This is an optimization exercise on Yosys and OpenROAD, whose aim is small area, not a production implementation.
Only simulation tests tie the RTL to the original design; equivalence was not proved.
Power and IR drop assume default switching activity.

== job 9540 ==
// user_stream_adder_c0
module user_stream_adder_c0
#(
  parameter int          AXI_DATA_BITS  = 512,
  parameter int          AXIL_DATA_BITS = 64,
  parameter int          AXI_ADDR_BITS  = 64,
  parameter int          PID_BITS       = 6,
  parameter logic [63:0] ID_VALUE       = ID_VALUE_DEF
) (
  input  logic                          aclk,
  input  logic                          areset,
  input  logic [AXI_ADDR_BITS-1:0]      axi_ctrl_awaddr,
  input  logic                          axi_ctrl_awvalid,
  output logic                          axi_ctrl_awready,
  input  logic [AXIL_DATA_BITS-1:0]     axi_ctrl_wdata,
  input  logic [AXIL_DATA_BITS/8-1:0]   axi_ctrl_wstrb,
  input  logic                          axi_ctrl_wvalid,
  output logic                          axi_ctrl_wready,
  output logic [1:0]                    axi_ctrl_bresp,
  output logic                          axi_ctrl_bvalid,
  input  logic                          axi_ctrl_bready,
  input  logic [AXI_ADDR_BITS-1:0]      axi_ctrl_araddr,
  input  logic                          axi_ctrl_arvalid,
  output logic                          axi_ctrl_arready,
  output logic [AXIL_DATA_BITS-1:0]     axi_ctrl_rdata,
  output logic [1:0]                    axi_ctrl_rresp,
  output logic                          axi_ctrl_rvalid,
  input  logic                          axi_ctrl_rready,
  input  logic [AXI_DATA_BITS-1:0]      s_axis_host_sink_tdata,
  input  logic [AXI_DATA_BITS/8-1:0]    s_axis_host_sink_tkeep,
  input  logic [PID_BITS-1:0]           s_axis_host_sink_tid,
  input  logic                          s_axis_host_sink_tlast,
  input  logic                          s_axis_host_sink_tvalid,
  output logic                          s_axis_host_sink_tready,
  output logic [AXI_DATA_BITS-1:0]      m_axis_host_src_tdata,
  output logic [AXI_DATA_BITS/8-1:0]    m_axis_host_src_tkeep,
  output logic [PID_BITS-1:0]           m_axis_host_src_tid,
  output logic                          m_axis_host_src_tlast,
  output logic                          m_axis_host_src_tvalid,
  input  logic                          m_axis_host_src_tready
);
Size in the first run: ~1400 flip-flops, about 66000 µm² of cells after synthesis.
==> flow/config.mk <==
export PLATFORM = sky130hd
export DESIGN_NAME = user_stream_adder_c0
export DESIGN_NICKNAME = user_stream_adder_c0
export VERILOG_FILES = /design/flow/design.v
export SDC_FILE = /design/flow/constraint.sdc
export NUM_CORES = 4
export LEC_CHECK = 0
export CAP_MARGIN = 20
export CORE_AREA = 2 2 148 848
export CTS_BUF_LIST = sky130_fd_sc_hd__clkbuf_8
export DIE_AREA = 0 0 150 850
export SLEW_MARGIN = 20
==> flow/constraint.sdc <==
create_clock -name core_clock -period 5.0 [get_ports {aclk}]
set_input_delay 1.0000 -clock core_clock [delete_from_list [all_inputs] [get_ports {aclk}]]
set_output_delay 1.0000 -clock core_clock [all_outputs]
set_load 0.01 [all_outputs]
standard.sh (not shown) runs the stock make flow with config.mk's settings and CLKGATE_MAP_FILE= SYNTH_SCRIPT=/design/flow/synth_recipe.tcl, a recipe that flattens the netlist after the stock synthesis.
==> flow/flow/run.sh <==
#!/bin/bash
# Standard ORFS layout (the standard.sh) with two changes to how it is
# built: port buffers use the smallest buffer cell instead of the default
# delay-buffer choice, and clock tree synthesis clusters more flip-flops per
# leaf buffer and inserts no dummy balancing loads.
set -euo pipefail
export BUFFER_PORTS_ARGS="-buffer_cell sky130_fd_sc_hd__buf_1"
export CTS_ARGS='-sink_clustering_enable -repair_clock_nets -buf_list {sky130_fd_sc_hd__clkbuf_4 sky130_fd_sc_hd__clkbuf_8} -dont_use_dummy_load -sink_clustering_size 10 -sink_clustering_max_diameter 40'
bash standard.sh synth > synth.log 2>&1
bash standard.sh finish > finish.log 2>&1
For job 377, these inputs were changed with respect to job 9540:
- CTS_BUF_LIST changed from sky130_fd_sc_hd__clkbuf_8 to sky130_fd_sc_hd__clkbuf_16
- CORE_AREA changed from 2 2 148 848 to 2 2 108 888
- DIE_AREA changed from 0 0 150 850 to 0 0 110 890
--- a/flow/flow/run.sh
+++ b/flow/flow/run.sh
@@ -7,3 +7,3 @@
 export BUFFER_PORTS_ARGS="-buffer_cell sky130_fd_sc_hd__buf_1"
-export CTS_ARGS='-sink_clustering_enable -repair_clock_nets -buf_list {sky130_fd_sc_hd__clkbuf_4 sky130_fd_sc_hd__clkbuf_8} -dont_use_dummy_load -sink_clustering_size 10 -sink_clustering_max_diameter 40'
+export CTS_ARGS="-sink_clustering_enable -repair_clock_nets -buf_list sky130_fd_sc_hd__clkbuf_16 -dont_use_dummy_load -sink_clustering_size 26 -sink_clustering_max_diameter 45"
 bash standard.sh synth > synth.log 2>&1
Results
- In the reports for job 377 and job 9540, the smaller layout-stage area growth over the synthesis result belongs to job 377.
- Job 377 ended with more critical path arrival than job 9540.
- Between job 377 and job 9540, it is job 377 whose sequential share of layout area is higher, by 0.76 points.
- For synthesized cell count, job 9540 and job 377 come out practically identical.
For job 7915, these inputs were changed with respect to job 377:
- CTS_BUF_LIST changed from sky130_fd_sc_hd__clkbuf_16 to sky130_fd_sc_hd__clkbuf_8
- DIE_AREA changed from 0 0 110 890 to 0 0 200 800
- CORE_AREA changed from 2 2 108 888 to 2 2 198 798
--- a/flow/flow/run.sh
+++ b/flow/flow/run.sh
@@ -7,3 +7,3 @@
 export BUFFER_PORTS_ARGS="-buffer_cell sky130_fd_sc_hd__buf_1"
-export CTS_ARGS="-sink_clustering_enable -repair_clock_nets -buf_list sky130_fd_sc_hd__clkbuf_16 -dont_use_dummy_load -sink_clustering_size 26 -sink_clustering_max_diameter 45"
+export CTS_ARGS="-sink_clustering_enable -repair_clock_nets -buf_list sky130_fd_sc_hd__clkbuf_8 -dont_use_dummy_load -sink_clustering_size 13 -sink_clustering_max_diameter 50"
 bash standard.sh synth > synth.log 2>&1
--- outcome ---
Critical path depth: job 7915 higher than job 377
On worst setup slack, the higher figure sits with job 7915, not job 377.
Average vias per placed instance, job 377 and job 7915, higher one = job 377.
Count of clock-buffer cells in the layout: job 7915 vs job 377 up 58
--- input diff job 7915..job 4020 ---
- GPL_TIMING_DRIVEN: unset -> 0
- DIE_AREA: 0 0 200 800 -> 0 0 120 880
- CORE_AREA: 2 2 198 798 -> 2 2 118 878
- CTS_BUF_LIST: sky130_fd_sc_hd__clkbuf_8 -> sky130_fd_sc_hd__clkbuf_16
--- a/flow/flow/run.sh
+++ b/flow/flow/run.sh
@@ -7,3 +7,3 @@
 export BUFFER_PORTS_ARGS="-buffer_cell sky130_fd_sc_hd__buf_1"
-export CTS_ARGS="-sink_clustering_enable -repair_clock_nets -buf_list sky130_fd_sc_hd__clkbuf_8 -dont_use_dummy_load -sink_clustering_size 13 -sink_clustering_max_diameter 50"
+export CTS_ARGS="-sink_clustering_enable -repair_clock_nets -buf_list sky130_fd_sc_hd__clkbuf_16 -dont_use_dummy_load -sink_clustering_size 26 -sink_clustering_max_diameter 45"
 bash standard.sh synth > synth.log 2>&1
Results
- Looking at master of the slowest instance on the critical path, the o21ai_0 result is from job 4020; the dfrtp_2 one comes from job 7915.
- Job 4020 has count of clock-buffer cells in the layout below what job 7915 had.
- Cmp job 4020 vs job 7915: non-clock buffer count higher in job 4020
- Final period demand of the worst path on job 4020 is behind job 7915.
- Any difference in cell area power density between job 7915 and job 4020 is small enough to ignore.
- Taking job 7915 as the reference, in job 4020 via count moved up; proportion of cell area occupied by registers moved up.
- Between job 7915 and job 4020, the logic gate share of total power is lower for job 7915.
- Summary of the comparison: wire length of the first global-routing pass is lower in job 4020, relative to job 7915.

[afterwards: timing with drivers on the ports]
How much do the figures lean on ideal ports? The routed layouts below were timed once more, with nothing changed but the port constraints. Step 1 (the two cells are an assumption about what drives the block):
set clk [get_ports {aclk}]
set_driving_cell -lib_cell sky130_fd_sc_hd__clkbuf_16 $clk
set_driving_cell -lib_cell sky130_fd_sc_hd__buf_2 [delete_from_list [all_inputs] $clk]
Step 2, shift: input delay + t, output delay - t, t = (earliest + latest rising clock arrival at the registers) / 2. This alone moves slack from input paths to output paths. Three values: ideal ports, drivers, drivers and shift; two values: the first two.
run	t (ns)	setup slack, ns	latest minus earliest clock arrival (ns)	slew at the worst register clock pin (ns)
job 9540	0.972	0.487 / 0.487 / 0.487	0.089 / 0.089	0.09 / 0.09
job 377	0.816	0.034 / 0.034 / 0.034	0.044 / 0.045	0.12 / 0.12
job 7915	0.969	0.213 / 0.213 / 0.077	0.099 / 0.098	0.12 / 0.12
job 4020	0.831	0.011 / 0.011 / 0.011	0.047 / 0.047	0.12 / 0.12
After both steps setup and hold are still met in every run listed. The setup slack of job 7915, which loses most, moves by 0.000 ns with the drivers and by -0.136 ns with both steps.
